Context: an optimization exercise on an open-source flow, tuned for small area, a short achievable clock period and few clock cycles per item. The choices shown serve that exercise and are no tape-out recipe.
The RTL was checked by simulation tests, not by an equivalence proof against the original design.
Power and IR drop assume default switching activity.

==> v13 <==
==> flow/design.v <==
`timescale 1ns / 1ps
package fba_pkg;
    localparam int REQ_W    = 2;
    localparam int FRAME_W  = 10;
    localparam int STATUS_W = 3;
    localparam int CFG_W    = 11;
    localparam logic [CFG_W-1:0] CFG_RESET = 11'd1024;
    typedef logic [REQ_W-1:0]    t_req_type;
    typedef logic [STATUS_W-1:0] t_status;
    localparam t_req_type REQ_ALLOC = 2'd0;
    localparam t_req_type REQ_FREE  = 2'd1;
    localparam t_req_type REQ_TEST  = 2'd2;
    localparam t_status ST_ALLOCATED = 3'd0;
    localparam t_status ST_MAPPED    = 3'd1;
    localparam t_status ST_NO_FRAME  = 3'd2;
    localparam t_status ST_FREED     = 3'd3;
    localparam t_status ST_NOTHING   = 3'd4;
    localparam t_status ST_TESTED    = 3'd5;
    typedef struct packed {
        t_status              status;
        logic [FRAME_W-1:0]   frame_out;
        logic                 bit_is_set;
        logic                 entry_present;
        logic                 entry_writable;
        logic                 entry_user;
    } t_rsp;
endpackage
`timescale 1ns / 1ps
module fba_ram #(
    parameter int WIDTH = 32,
    parameter int DEPTH = 32
) (
    input  logic                i_clk,
    input  logic                i_we,
    input  logic [((DEPTH > 1) ? $clog2(DEPTH) : 1)-1:0] i_waddr,
    input  logic [WIDTH-1:0]    i_wdata,
    input  logic [((DEPTH > 1) ? $clog2(DEPTH) : 1)-1:0] i_raddr,
    output logic [WIDTH-1:0]    o_rdata
);
    logic [WIDTH-1:0] r_mem [DEPTH];
    always_ff @(posedge i_clk) begin
        if (i_we) begin
            r_mem[i_waddr] <= i_wdata;
        end
        o_rdata <= r_mem[i_raddr];
    end
endmodule
`timescale 1ns / 1ps
module frame_bitmap_allocator_core #(
    parameter int NUM_FRAMES = 1024,
    parameter int WORD_BITS  = 32
) (
    input  logic             i_clk,
    input  logic             i_rst_n,
    input  logic             i_cfg_we,
    input  logic [fba_pkg::CFG_W-1:0] i_cfg_wdata,
    input  logic               i_req_valid,
    output logic               o_req_ready,
    input  logic [fba_pkg::REQ_W-1:0]   i_req_type,
    input  logic [fba_pkg::FRAME_W-1:0] i_req_frame_index,
    input  logic               i_req_user_page,
    input  logic               i_req_writable_page,
    output logic               o_rsp_valid,
    input  logic               i_rsp_ready,
    output logic [fba_pkg::STATUS_W-1:0] o_rsp_status,
    output logic [fba_pkg::FRAME_W-1:0] o_rsp_frame_out,
    output logic               o_rsp_bit_is_set,
    output logic               o_rsp_entry_present,
    output logic               o_rsp_entry_writable,
    output logic               o_rsp_entry_user
);
    localparam int NR = 32;
    localparam int NC = 32;
    logic [NC-1:0]  r_bits [NR];
    logic [NR-1:0]  r_full;
    logic [NR-1:0]  r_ptr;
    logic [NC-1:0]  r_cur;
    logic [fba_pkg::CFG_W-1:0] r_frame_count;
    logic           r_q_valid;
    logic [1:0]     r_q_type;
    logic [9:0]     r_q_idx;
    logic           r_q_user;
    logic           r_q_wr;
    fba_pkg::t_rsp  r_out;
    logic           r_out_valid;
    fba_pkg::t_rsp  r_r2;
    logic           r_r2_valid;
    function automatic logic [31:0] prefix_or(input logic [31:0] v);
        logic [31:0] p;
        p = v;
        for (int k = 1; k < 32; k = k * 2) begin
            for (int i = 31; i >= 0; i--) begin
                if (i >= k) p[i] = p[i] | p[i-k];
            end
        end
        prefix_or = p;
    endfunction
    function automatic logic [31:0] first_zero(input logic [31:0] v);
        logic [31:0] z;
        z = ~v;
        first_zero = z & ~{prefix_or(z), 1'b0};
    endfunction
    function automatic logic two_zeros(input logic [31:0] v);
        logic [31:0] z;
        z = ~v;
        two_zeros = |(z & {prefix_or(z), 1'b0});
    endfunction
    function automatic logic [4:0] encode(input logic [31:0] v);
        encode = '0;
        for (int i = 0; i < 32; i++) encode = encode | (v[i] ? 5'(i) : 5'd0);
    endfunction
    logic           w_exec;
    logic           w_is_alloc, w_is_free, w_is_test, w_idx_zero;
    logic [NR-1:0]  w_dec_r;
    logic [NC-1:0]  w_dec_c;
    assign w_exec     = r_q_valid && !r_r2_valid;
    assign w_idx_zero = (r_q_idx == 10'd0);
    assign w_is_alloc = (r_q_type == fba_pkg::REQ_ALLOC);
    assign w_is_free  = (r_q_type == fba_pkg::REQ_FREE);
    assign w_is_test  = r_q_type[1];
    always_comb begin
        for (int r = 0; r < NR; r++) w_dec_r[r] = (r_q_idx[9:5] == 5'(r));
        for (int c = 0; c < NC; c++) w_dec_c[c] = (r_q_idx[4:0] == 5'(c));
    end
    logic           w_lbig;
    logic [NR-1:0]  w_row_lt;      
    logic [NR-1:0]  w_row_eq;      
    logic [NC-1:0]  w_col_ge;      
    logic           w_p_below, w_p_bnd;
    assign w_lbig = r_frame_count[10];
    always_comb begin
        for (int r = 0; r < NR; r++) begin
            w_row_lt[r] = w_lbig || (5'(r) < r_frame_count[9:5]);
            w_row_eq[r] = !w_lbig && (5'(r) == r_frame_count[9:5]);
        end
        for (int c = 0; c < NC; c++) w_col_ge[c] = (5'(c) >= r_frame_count[4:0]);
    end
    assign w_p_below = |(r_ptr & w_row_lt);
    assign w_p_bnd   = |(r_ptr & w_row_eq);
    logic [NC-1:0]  w_zero;        
    logic [NC-1:0]  w_csel;        
    logic           w_found;
    logic           w_two;         
    assign w_zero  = ~r_cur & ~(w_p_bnd ? w_col_ge : '0);
    assign w_csel  = first_zero(~w_zero);
    assign w_found = |w_zero;
    assign w_two   = two_zeros(r_cur);
    logic           w_alloc_en;    
    logic           w_alloc_do;
    logic           w_row_fills;
    logic           w_free_do;
    logic [NC-1:0]  w_cur_set;
    assign w_alloc_en  = w_exec && w_is_alloc && w_idx_zero && !(&r_full)
                         && (w_p_below || w_p_bnd);
    assign w_alloc_do  = w_alloc_en && w_found;
    assign w_row_fills = w_alloc_do && !w_two;
    assign w_free_do   = w_exec && w_is_free && !w_idx_zero;
    assign w_cur_set   = r_cur | (w_alloc_en ? w_csel : '0);
    logic [NR-1:0]  w_pa;          
    logic [NR-1:0]  w_pb;          
    logic [NR-1:0]  w_clr_r;
    assign w_clr_r = w_free_do ? w_dec_r : '0;
    assign w_pa    = first_zero(r_full | r_ptr);
    assign w_pb    = first_zero(r_full & ~w_clr_r);
    logic [NR-1:0]  w_rsel;
    logic [NC-1:0]  w_word;
    logic [NC-1:0]  w_word_clr;
    assign w_rsel = w_is_alloc ? w_pa : w_dec_r;
    always_comb begin
        w_word = '0;
        for (int r = 0; r < NR; r++) w_word = w_word | (r_bits[r] & {NC{w_rsel[r]}});
    end
    assign w_word_clr = w_word & ~w_dec_c;
    logic [NC-1:0]  w_wdata;
    logic [NR-1:0]  w_we;
    assign w_wdata = !i_rst_n ? '0 : (w_is_alloc ? w_cur_set : w_word_clr);
    assign w_we    = !i_rst_n ? '1 : ((w_exec && w_is_alloc) ? r_ptr : w_clr_r);
    always_ff @(posedge i_clk) begin
        for (int r = 0; r < NR; r++) begin
            if (w_we[r]) r_bits[r] <= w_wdata;
        end
    end
    fba_pkg::t_rsp  w_res;
    always_comb begin
        w_res = '0;
        if (w_is_alloc) begin
            if (!w_idx_zero) begin
                w_res.status = fba_pkg::ST_MAPPED;
            end else if (w_alloc_do) begin
                w_res.status         = fba_pkg::ST_ALLOCATED;
                w_res.frame_out      = {encode(r_ptr), encode(w_csel)};
                w_res.entry_present  = 1'b1;
                w_res.entry_writable = r_q_wr;
                w_res.entry_user     = r_q_user;
            end else begin
                w_res.status = fba_pkg::ST_NO_FRAME;
            end
        end else if (w_is_free) begin
            w_res.status = w_idx_zero ? fba_pkg::ST_NOTHING : fba_pkg::ST_FREED;
        end else begin
            w_res.status     = fba_pkg::ST_TESTED;
            w_res.bit_is_set = |(w_word & w_dec_c);
        end
    end
    logic w_take;
    assign o_req_ready = !(r_q_valid && r_r2_valid);
    assign w_take      = i_req_valid && o_req_ready;
    always_ff @(posedge i_clk) begin
        if (!i_rst_n) begin
            r_full        <= '0;
            r_ptr         <= {{(NR-1){1'b0}}, 1'b1};
            r_cur         <= '0;
            r_frame_count <= fba_pkg::CFG_RESET;
            r_q_valid     <= 1'b0;
            r_out_valid   <= 1'b0;
            r_r2_valid    <= 1'b0;
        end else begin
            if (i_cfg_we) r_frame_count <= i_cfg_wdata;
            r_full <= (r_full | (w_row_fills ? r_ptr : '0)) & ~w_clr_r;
            r_ptr  <= w_row_fills ? w_pa : w_pb;
            if (w_row_fills) begin
                r_cur <= w_word;
            end else if (w_alloc_en) begin
                r_cur <= w_cur_set;
            end else if (w_free_do && |(w_pb & w_dec_r)) begin
                r_cur <= w_word_clr;
            end
            if (w_exec || !r_q_valid) begin
                r_q_valid <= i_req_valid;
            end
            if (r_r2_valid) begin
                if (!r_out_valid || i_rsp_ready) begin
                    r_out_valid <= 1'b1;
                    r_r2_valid  <= 1'b0;
                end
            end else if (w_exec) begin
                if (!r_out_valid || i_rsp_ready) begin
                    r_out_valid <= 1'b1;
                end else begin
                    r_r2_valid  <= 1'b1;
                end
            end else if (r_out_valid && i_rsp_ready) begin
                r_out_valid <= 1'b0;
            end
        end
    end
    always_ff @(posedge i_clk) begin
        if (w_take) begin
            r_q_type <= i_req_type;
            r_q_idx  <= i_req_frame_index;
            r_q_user <= i_req_user_page;
            r_q_wr   <= i_req_writable_page;
        end
        if (r_r2_valid) begin
            if (!r_out_valid || i_rsp_ready) r_out <= r_r2;
        end else if (w_exec) begin
            if (!r_out_valid || i_rsp_ready) r_out <= w_res;
            else                             r_r2  <= w_res;
        end
    end
    assign o_rsp_valid          = r_out_valid;
    assign o_rsp_status         = r_out.status;
    assign o_rsp_frame_out      = r_out.frame_out;
    assign o_rsp_bit_is_set     = r_out.bit_is_set;
    assign o_rsp_entry_present  = r_out.entry_present;
    assign o_rsp_entry_writable = r_out.entry_writable;
    assign o_rsp_entry_user     = r_out.entry_user;
endmodule
==> flow/run.sh <==
#!/bin/bash
# synth_recipe.tcl (not shown) runs the flow's synth.tcl, then flattens the netlist and writes it again
# the make line also repeats each setting of config.mk as NAME=value (left out here)
make -C /OpenROAD-flow-scripts/flow DESIGN_CONFIG=/design/flow/config.mk WORK_HOME=/design/flow/orfs CLKGATE_MAP_FILE= SYNTH_SCRIPT=/design/flow/synth_recipe.tcl finish
==> flow/config.mk <==
export PLATFORM = sky130hd
export DESIGN_NAME = frame_bitmap_allocator_core
export DESIGN_NICKNAME = frame_bitmap_allocator_core
export VERILOG_FILES = /design/flow/design.v
export SDC_FILE = /design/flow/constraint.sdc
export NUM_CORES = 4
export LEC_CHECK = 0
export CAP_MARGIN = 20
export CORE_MARGIN = 2
export CORE_UTILIZATION = 40
export SETUP_SLACK_MARGIN = 5
export SLEW_MARGIN = 20
==> flow/constraint.sdc <==
create_clock -name core_clock -period 10.0 [get_ports {i_clk}]
set_input_delay 2.0000 -clock core_clock [delete_from_list [all_inputs] [get_ports {i_clk}]]
set_output_delay 2.0000 -clock core_clock [all_outputs]
set_load 0.01 [all_outputs]
==> v32: changes against v13 <==
==> flow/design.v, changed modules only <==
module frame_bitmap_allocator_core #(
    parameter int NUM_FRAMES = 1024,
    parameter int WORD_BITS  = 32
) (
    input  logic             i_clk,
    input  logic             i_rst_n,
    input  logic             i_cfg_we,
    input  logic [fba_pkg::CFG_W-1:0] i_cfg_wdata,
    input  logic               i_req_valid,
    output logic               o_req_ready,
    input  logic [fba_pkg::REQ_W-1:0]   i_req_type,
    input  logic [fba_pkg::FRAME_W-1:0] i_req_frame_index,
    input  logic               i_req_user_page,
    input  logic               i_req_writable_page,
    output logic               o_rsp_valid,
    input  logic               i_rsp_ready,
    output logic [fba_pkg::STATUS_W-1:0] o_rsp_status,
    output logic [fba_pkg::FRAME_W-1:0] o_rsp_frame_out,
    output logic               o_rsp_bit_is_set,
    output logic               o_rsp_entry_present,
    output logic               o_rsp_entry_writable,
    output logic               o_rsp_entry_user
);
    localparam int NR = 32;
    localparam int NC = 32;
    logic [NC-1:0]  r_bits [NR];
    logic [NR-1:0]  r_full;
    logic [NR-1:0]  r_ptr;
    logic [fba_pkg::CFG_W-1:0] r_frame_count;
    logic           r_q_valid;
    logic [1:0]     r_q_type;
    logic [9:0]     r_q_idx;
    logic           r_q_user;
    logic           r_q_wr;
    fba_pkg::t_rsp  r_out;
    logic           r_out_valid;
    fba_pkg::t_rsp  r_r2;
    logic           r_r2_valid;
    logic           w_exec;
    logic           w_is_alloc, w_is_free, w_is_test, w_idx_zero;
    logic [NR-1:0]  w_dec_r;
    logic [NC-1:0]  w_dec_c;
    assign w_exec     = r_q_valid && !r_r2_valid && i_rst_n;
    assign w_idx_zero = (r_q_idx == 10'd0);
    assign w_is_alloc = (r_q_type == fba_pkg::REQ_ALLOC);
    assign w_is_free  = (r_q_type == fba_pkg::REQ_FREE);
    assign w_is_test  = r_q_type[1];
    always_comb begin
        for (int r = 0; r < NR; r++) w_dec_r[r] = (r_q_idx[9:5] == 5'(r));
        for (int c = 0; c < NC; c++) w_dec_c[c] = (r_q_idx[4:0] == 5'(c));
    end
    logic           w_lbig;
    logic [NR-1:0]  w_row_lt;      
    logic [NR-1:0]  w_row_eq;      
    logic [NC-1:0]  w_col_ge;      
    logic           w_p_below, w_p_bnd;
    assign w_lbig = r_frame_count[10];
    always_comb begin
        for (int r = 0; r < NR; r++) begin
            w_row_lt[r] = w_lbig || (5'(r) < r_frame_count[9:5]);
            w_row_eq[r] = !w_lbig && (5'(r) == r_frame_count[9:5]);
        end
        for (int c = 0; c < NC; c++) w_col_ge[c] = (5'(c) >= r_frame_count[4:0]);
    end
    assign w_p_below = |(r_ptr & w_row_lt);
    assign w_p_bnd   = |(r_ptr & w_row_eq);
    logic [NR-1:0]  w_rsel;
    logic [NC-1:0]  w_word;
    assign w_rsel = (w_is_alloc ? r_ptr : '0) | (w_is_test ? w_dec_r : '0);
    always_comb begin
        w_word = '0;
        for (int r = 0; r < NR; r++) w_word = w_word | (r_bits[r] & {NC{w_rsel[r]}});
    end
    logic [NC-1:0]  w_zero;        
    logic [NC-1:0]  w_below;       
    logic [NC-1:0]  w_csel;        
    logic [4:0]     w_cidx;
    logic           w_found;
    logic           w_two;         
    logic           w_any0;
    assign w_zero = ~w_word & ~(w_p_bnd ? w_col_ge : '0);
    always_comb begin
        w_below[0] = 1'b0;
        for (int c = 1; c < NC; c++) w_below[c] = w_below[c-1] | w_zero[c-1];
    end
    assign w_csel  = w_zero & ~w_below;
    assign w_found = |w_zero;
    always_comb begin
        w_cidx = '0;
        for (int c = 0; c < NC; c++) w_cidx = w_cidx | (w_csel[c] ? 5'(c) : 5'd0);
    end
    logic w_seen;
    always_comb begin
        w_seen = 1'b0;
        w_two = 1'b0;
        for (int c = 0; c < NC; c++) begin
            w_two  = w_two | (w_seen & !w_word[c]);
            w_seen = w_seen | !w_word[c];
        end
    end
    logic           w_alloc_en;    
    logic           w_alloc_do;
    logic           w_row_fills;
    logic [NC-1:0]  w_set_c;
    logic [NR-1:0]  w_clr_r;
    logic [NC-1:0]  w_clr_c;
    logic           w_free_do;
    logic [4:0]     w_ridx;
    assign w_any0      = !(&r_full);
    assign w_alloc_en  = w_exec && w_is_alloc && w_idx_zero && w_any0 && (w_p_below || w_p_bnd);
    assign w_alloc_do  = w_alloc_en && w_found;
    assign w_row_fills = w_alloc_do && !w_two;
    assign w_set_c     = w_alloc_en ? w_csel : '0;
    assign w_free_do   = w_exec && w_is_free && !w_idx_zero;
    assign w_clr_r     = !i_rst_n ? '1 : (w_free_do ? w_dec_r : '0);
    assign w_clr_c     = !i_rst_n ? '1 : w_dec_c;
    always_comb begin
        w_ridx = '0;
        for (int r = 0; r < NR; r++) w_ridx = w_ridx | (r_ptr[r] ? 5'(r) : 5'd0);
    end
    logic [NR-1:0]  w_fa, w_fb;    
    logic [NR-1:0]  w_pa, w_pb;
    function automatic logic [NR-1:0] first_zero(input logic [NR-1:0] v);
        logic s;
        s = 1'b0;
        for (int i = 0; i < NR; i++) begin
            first_zero[i] = !v[i] && !s;
            s             = s | !v[i];
        end
    endfunction
    assign w_fa = r_full | r_ptr;
    assign w_fb = r_full & ~(w_free_do ? w_dec_r : '0);
    assign w_pa = first_zero(w_fa);
    assign w_pb = first_zero(w_fb);
    fba_pkg::t_rsp  w_res;
    always_comb begin
        w_res = '0;
        if (w_is_alloc) begin
            if (!w_idx_zero) begin
                w_res.status = fba_pkg::ST_MAPPED;
            end else if (w_alloc_do) begin
                w_res.status         = fba_pkg::ST_ALLOCATED;
                w_res.frame_out      = {w_ridx, w_cidx};
                w_res.entry_present  = 1'b1;
                w_res.entry_writable = r_q_wr;
                w_res.entry_user     = r_q_user;
            end else begin
                w_res.status = fba_pkg::ST_NO_FRAME;
            end
        end else if (w_is_free) begin
            w_res.status = w_idx_zero ? fba_pkg::ST_NOTHING : fba_pkg::ST_FREED;
        end else begin
            w_res.status     = fba_pkg::ST_TESTED;
            w_res.bit_is_set = |(w_word & w_dec_c);
        end
    end
    always_ff @(posedge i_clk) begin
        for (int r = 0; r < NR; r++) begin
            for (int c = 0; c < NC; c++) begin
                r_bits[r][c] <= (r_bits[r][c] & !(w_clr_r[r] & w_clr_c[c]))
                              | (r_ptr[r] & w_set_c[c]);
            end
        end
    end
    logic w_take, w_pop;
    assign o_req_ready = !(r_q_valid && r_r2_valid);
    assign w_take      = i_req_valid && o_req_ready;
    assign w_pop       = r_out_valid && i_rsp_ready;
    always_ff @(posedge i_clk) begin
        if (!i_rst_n) begin
            r_full        <= '0;
            r_ptr         <= {{(NR-1){1'b0}}, 1'b1};
            r_frame_count <= fba_pkg::CFG_RESET;
            r_q_valid     <= 1'b0;
            r_out_valid   <= 1'b0;
            r_r2_valid    <= 1'b0;
        end else begin
            if (i_cfg_we) r_frame_count <= i_cfg_wdata;
            r_full <= (r_full | (w_row_fills ? r_ptr : '0)) & ~(w_free_do ? w_dec_r : '0);
            r_ptr  <= w_row_fills ? w_pa : w_pb;
            if (w_exec || !r_q_valid) begin
                r_q_valid <= i_req_valid;
            end
            if (r_r2_valid) begin
                if (!r_out_valid || i_rsp_ready) begin
                    r_out_valid <= 1'b1;
                    r_r2_valid  <= 1'b0;
                end
            end else if (w_exec) begin
                if (!r_out_valid || i_rsp_ready) begin
                    r_out_valid <= 1'b1;
                end else begin
                    r_r2_valid  <= 1'b1;
                end
            end else if (w_pop) begin
                r_out_valid <= 1'b0;
            end
        end
    end
    always_ff @(posedge i_clk) begin
        if (w_take) begin
            r_q_type <= i_req_type;
            r_q_idx  <= i_req_frame_index;
            r_q_user <= i_req_user_page;
            r_q_wr   <= i_req_writable_page;
        end
        if (r_r2_valid) begin
            if (!r_out_valid || i_rsp_ready) r_out <= r_r2;
        end else if (w_exec) begin
            if (!r_out_valid || i_rsp_ready) r_out <= w_res;
            else                             r_r2  <= w_res;
        end
    end
    assign o_rsp_valid          = r_out_valid;
    assign o_rsp_status         = r_out.status;
    assign o_rsp_frame_out      = r_out.frame_out;
    assign o_rsp_bit_is_set     = r_out.bit_is_set;
    assign o_rsp_entry_present  = r_out.entry_present;
    assign o_rsp_entry_writable = r_out.entry_writable;
    assign o_rsp_entry_user     = r_out.entry_user;
endmodule
Settings changed: SETUP_SLACK_MARGIN 5 to not set.
==> v19: changes against v13 <==
==> flow/design.v, changed modules only <==
module frame_bitmap_allocator_core #(
    parameter int NUM_FRAMES = 1024,
    parameter int WORD_BITS  = 32
) (
    input  logic             i_clk,
    input  logic             i_rst_n,
    input  logic             i_cfg_we,
    input  logic [fba_pkg::CFG_W-1:0] i_cfg_wdata,
    input  logic               i_req_valid,
    output logic               o_req_ready,
    input  logic [fba_pkg::REQ_W-1:0]   i_req_type,
    input  logic [fba_pkg::FRAME_W-1:0] i_req_frame_index,
    input  logic               i_req_user_page,
    input  logic               i_req_writable_page,
    output logic               o_rsp_valid,
    input  logic               i_rsp_ready,
    output logic [fba_pkg::STATUS_W-1:0] o_rsp_status,
    output logic [fba_pkg::FRAME_W-1:0] o_rsp_frame_out,
    output logic               o_rsp_bit_is_set,
    output logic               o_rsp_entry_present,
    output logic               o_rsp_entry_writable,
    output logic               o_rsp_entry_user
);
    localparam int NR = 32;
    localparam int NC = 32;
    logic [NC-1:0]  r_bits [NR];
    logic [NR-1:0]  r_wr_row;
    logic [NC-1:0]  r_wr_data;
    logic [NR-1:0]  r_full;
    logic [NR-1:0]  r_ptr;
    logic [NR-1:0]  r_nxt;
    logic [NC-1:0]  r_cur;
    logic [fba_pkg::CFG_W-1:0] r_frame_count;
    logic           r_q_valid;
    logic [1:0]     r_q_type;
    logic [NR-1:0]  r_q_row;       
    logic [NC-1:0]  r_q_col;       
    logic           r_q_zero;      
    logic           r_q_user;
    logic           r_q_wr;
    fba_pkg::t_rsp  r_out;
    logic           r_out_valid;
    fba_pkg::t_rsp  r_r2;
    logic           r_r2_valid;
    function automatic logic [31:0] prefix_or(input logic [31:0] v);
        logic [31:0] p;
        p = v;
        for (int k = 1; k < 32; k = k * 2) begin
            for (int i = 31; i >= 0; i--) begin
                if (i >= k) p[i] = p[i] | p[i-k];
            end
        end
        prefix_or = p;
    endfunction
    function automatic logic [31:0] first_zero(input logic [31:0] v);
        logic [31:0] z;
        z = ~v;
        first_zero = z & ~{prefix_or(z), 1'b0};
    endfunction
    function automatic logic two_zeros(input logic [31:0] v);
        logic [31:0] z;
        z = ~v;
        two_zeros = |(z & {prefix_or(z), 1'b0});
    endfunction
    function automatic logic [4:0] encode(input logic [31:0] v);
        encode = '0;
        for (int i = 0; i < 32; i++) encode = encode | (v[i] ? 5'(i) : 5'd0);
    endfunction
    logic           w_exec;
    logic           w_is_alloc, w_is_free;
    assign w_exec     = r_q_valid && !r_r2_valid;
    assign w_is_alloc = (r_q_type == fba_pkg::REQ_ALLOC);
    assign w_is_free  = (r_q_type == fba_pkg::REQ_FREE);
    logic           w_lbig;
    logic [NR-1:0]  w_row_lt;      
    logic [NR-1:0]  w_row_eq;      
    logic [NC-1:0]  w_col_ge;      
    logic           w_p_below, w_p_bnd;
    assign w_lbig = r_frame_count[10];
    always_comb begin
        for (int r = 0; r < NR; r++) begin
            w_row_lt[r] = w_lbig || (5'(r) < r_frame_count[9:5]);
            w_row_eq[r] = !w_lbig && (5'(r) == r_frame_count[9:5]);
        end
        for (int c = 0; c < NC; c++) w_col_ge[c] = (5'(c) >= r_frame_count[4:0]);
    end
    assign w_p_below = |(r_ptr & w_row_lt);
    assign w_p_bnd   = |(r_ptr & w_row_eq);
    logic [NC-1:0]  w_zero;        
    logic [NC-1:0]  w_csel;        
    logic           w_found;
    logic           w_two;         
    logic           w_alloc_en;    
    logic           w_alloc_do;
    logic           w_row_fills;
    logic           w_free_do;
    logic [NC-1:0]  w_cur_set;
    assign w_zero      = ~r_cur & ~(w_p_bnd ? w_col_ge : '0);
    assign w_csel      = first_zero(~w_zero);
    assign w_found     = |w_zero;
    assign w_two       = two_zeros(r_cur);
    assign w_alloc_en  = w_exec && w_is_alloc && r_q_zero && (|r_ptr) && (w_p_below || w_p_bnd);
    assign w_alloc_do  = w_alloc_en && w_found;
    assign w_row_fills = w_alloc_do && !w_two;
    assign w_free_do   = w_exec && w_is_free && !r_q_zero;
    assign w_cur_set   = r_cur | (w_alloc_en ? w_csel : '0);
    logic [NR-1:0]  w_clr_r;       
    logic [NR-1:0]  w_full_f;      
    logic [NR-1:0]  w_ptr_f;       
    logic [NR-1:0]  w_nxt_f;       
    logic [NR-1:0]  w_nxt_a;       
    assign w_clr_r  = w_free_do ? r_q_row : '0;
    assign w_full_f = r_full & ~w_clr_r;
    assign w_ptr_f  = first_zero(w_full_f);
    assign w_nxt_f  = first_zero(w_full_f | w_ptr_f);
    assign w_nxt_a  = first_zero(r_full | r_ptr | r_nxt);
    logic [NR-1:0]  w_rsel;
    logic [NC-1:0]  w_raw;
    logic           w_hit;
    logic [NC-1:0]  w_word;
    logic [NC-1:0]  w_word_clr;
    assign w_rsel = w_is_alloc ? r_nxt : r_q_row;
    always_comb begin
        w_raw = '0;
        for (int r = 0; r < NR; r++) w_raw = w_raw | (r_bits[r] & {NC{w_rsel[r]}});
    end
    assign w_hit      = |(w_rsel & r_wr_row);
    assign w_word     = w_hit ? r_wr_data : w_raw;
    assign w_word_clr = w_word & ~r_q_col;
    always_ff @(posedge i_clk) begin
        for (int r = 0; r < NR; r++) begin
            if (r_wr_row[r]) r_bits[r] <= r_wr_data;
        end
    end
    always_ff @(posedge i_clk) begin
        if (!i_rst_n) begin
            r_wr_row  <= '1;
            r_wr_data <= '0;
        end else if (w_exec && w_is_alloc) begin
            r_wr_row  <= r_ptr;
            r_wr_data <= w_cur_set;
        end else begin
            r_wr_row  <= w_clr_r;
            r_wr_data <= w_word_clr;
        end
    end
    fba_pkg::t_rsp  w_res;
    always_comb begin
        w_res = '0;
        if (w_is_alloc) begin
            if (!r_q_zero) begin
                w_res.status = fba_pkg::ST_MAPPED;
            end else if (w_alloc_do) begin
                w_res.status         = fba_pkg::ST_ALLOCATED;
                w_res.frame_out      = {encode(r_ptr), encode(w_csel)};
                w_res.entry_present  = 1'b1;
                w_res.entry_writable = r_q_wr;
                w_res.entry_user     = r_q_user;
            end else begin
                w_res.status = fba_pkg::ST_NO_FRAME;
            end
        end else if (w_is_free) begin
            w_res.status = r_q_zero ? fba_pkg::ST_NOTHING : fba_pkg::ST_FREED;
        end else begin
            w_res.status     = fba_pkg::ST_TESTED;
            w_res.bit_is_set = |(w_word & r_q_col);
        end
    end
    logic w_take;
    assign o_req_ready = !(r_q_valid && r_r2_valid);
    assign w_take      = i_req_valid && o_req_ready;
    always_ff @(posedge i_clk) begin
        if (!i_rst_n) begin
            r_full        <= '0;
            r_ptr         <= NR'(1);
            r_nxt         <= NR'(2);
            r_cur         <= '0;
            r_frame_count <= fba_pkg::CFG_RESET;
            r_q_valid     <= 1'b0;
            r_out_valid   <= 1'b0;
            r_r2_valid    <= 1'b0;
        end else begin
            if (i_cfg_we) r_frame_count <= i_cfg_wdata;
            if (w_row_fills) begin
                r_full <= r_full | r_ptr;
                r_ptr  <= r_nxt;
                r_nxt  <= w_nxt_a;
                r_cur  <= w_word;
            end else if (w_alloc_en) begin
                r_cur  <= w_cur_set;
            end else if (w_free_do) begin
                r_full <= w_full_f;
                r_ptr  <= w_ptr_f;
                r_nxt  <= w_nxt_f;
                if (|(w_ptr_f & r_q_row)) r_cur <= w_word_clr;
            end
            if (w_exec || !r_q_valid) begin
                r_q_valid <= i_req_valid;
            end
            if (r_r2_valid) begin
                if (!r_out_valid || i_rsp_ready) begin
                    r_out_valid <= 1'b1;
                    r_r2_valid  <= 1'b0;
                end
            end else if (w_exec) begin
                if (!r_out_valid || i_rsp_ready) begin
                    r_out_valid <= 1'b1;
                end else begin
                    r_r2_valid  <= 1'b1;
                end
            end else if (r_out_valid && i_rsp_ready) begin
                r_out_valid <= 1'b0;
            end
        end
    end
    always_ff @(posedge i_clk) begin
        if (w_take) begin
            r_q_type <= i_req_type;
            for (int r = 0; r < NR; r++) r_q_row[r] <= (i_req_frame_index[9:5] == 5'(r));
            for (int c = 0; c < NC; c++) r_q_col[c] <= (i_req_frame_index[4:0] == 5'(c));
            r_q_zero <= (i_req_frame_index == 10'd0);
            r_q_user <= i_req_user_page;
            r_q_wr   <= i_req_writable_page;
        end
        if (r_r2_valid) begin
            if (!r_out_valid || i_rsp_ready) r_out <= r_r2;
        end else if (w_exec) begin
            if (!r_out_valid || i_rsp_ready) r_out <= w_res;
            else                             r_r2  <= w_res;
        end
    end
    assign o_rsp_valid          = r_out_valid;
    assign o_rsp_status         = r_out.status;
    assign o_rsp_frame_out      = r_out.frame_out;
    assign o_rsp_bit_is_set     = r_out.bit_is_set;
    assign o_rsp_entry_present  = r_out.entry_present;
    assign o_rsp_entry_writable = r_out.entry_writable;
    assign o_rsp_entry_user     = r_out.entry_user;
endmodule
==> comparison <==
- Cell count, highest first: v32, v13, v19.
- The highest setup slack belongs to v19, the lowest to v32.
- Non-clock buffer count: v32 > v13 > v19.
- Design area, lowest first: v13, v32, v19.
- Of v32 and v19, v19 has the higher flip-flop and latch count (gap 183).
- The lowest worst hold slack belongs to v32, the highest to v13.
- Sequential share of layout area: v32 < v13 < v19.
- Between v32 and v13, the lower clock power is in v13 (gap 5.8%, measured against v13).
- Sequential power, lowest first: v32, v13, v19.
- Of v19 and v32, v19 has the higher clock skew (gap 0.0092 ns).
- Fmax: v32 is smaller than v19 (about 33%).
==> figures <==
item	v32	v19	v13
Outcome	timing/DRC/antenna clean	timing/DRC/antenna clean	timing/DRC/antenna clean
Multi-input combinational cell count	5272	2482	2772
Non-clock buffer instance count of the final layout	338	169	310
Sequential logic power	4.63 mW	6.46 mW	6.04 mW
WHS Endpoint	r_bits[9][31]$_DFF_P_	r_ptr[31]$_SDFFE_PN0P_	r_out[6]$_DFFE_PP_
Mapped Area	55060 µm²	55250 µm²	53310 µm²
Initial antenna violation count	54	3	37
Top cell class by occupied area	multi-input combinational cells	flip-flops and latches	flip-flops and latches
Fraction of met1 tracks used by global routing	59.36%	39.89%	50.05%
Max layer used	met5	met4	met5
Count of unique library cells instantiated by Yosys	90	94	99
# diodes	62	1	52
Setup clock skew after layout	0.03947 ns	0.04866 ns	0.04300 ns
Met3 Wirelength	62.18 mm	24.63 mm	50.71 mm
Clock network power	5.10 mW	5.10 mW	4.82 mW
Vertical extent of the die	375.0 µm	375.7 µm	369.1 µm
Clock Latency Late Sink	0.81 ns	0.80 ns	0.80 ns
Clock tree cell share of total cell area	7.042%	7.082%	6.634%
Group with the largest share of power	the clock network	registers	registers
Instance count on the critical path	16	13	15
Peak supply drop	0.1311 mV	0.1579 mV	0.1120 mV
Compound-cell area share of the yosys netlist	27.98%	16.46%	18.79%
Detail Route met2 WL	129.7 mm	93.10 mm	115.1 mm
Testbench counts of v13, summed over its fixed seeds: cycles 24,032, items 24,000.
Testbench counts of v32, summed over its fixed seeds: cycles 24,032, items 24,000.
Testbench counts of v19, summed over its fixed seeds: cycles 24,032, items 24,000.

## re-timing with driven ports
No port has a modelled driver above. Below, the same layouts with a new extraction and two added sets of constraints.
Step 1: set_driving_cell puts a clkbuf_16 on i_clk and a buf_2 on each other input, an assumption about the parent block.
Step 2 moves the port delays by t, midway between the first and last clock arrival at a register: inputs arrive t later, outputs are due t later. That takes back most of the time a late clock gives input paths.
Three values: ideal, step 1, step 2; two values: the first two.
run	t (ns)	setup WS [ns]	hold WS [ns]
v13	0.860	4.806 / 4.806 / 4.806	0.521 / 0.521 / 0.521
v32	0.875	2.447 / 2.447 / 2.447	0.457 / 0.457 / 0.457
v19	0.857	4.957 / 4.957 / 4.957	0.512 / 0.512 / 0.512
After both steps setup and hold are still met in every run listed.
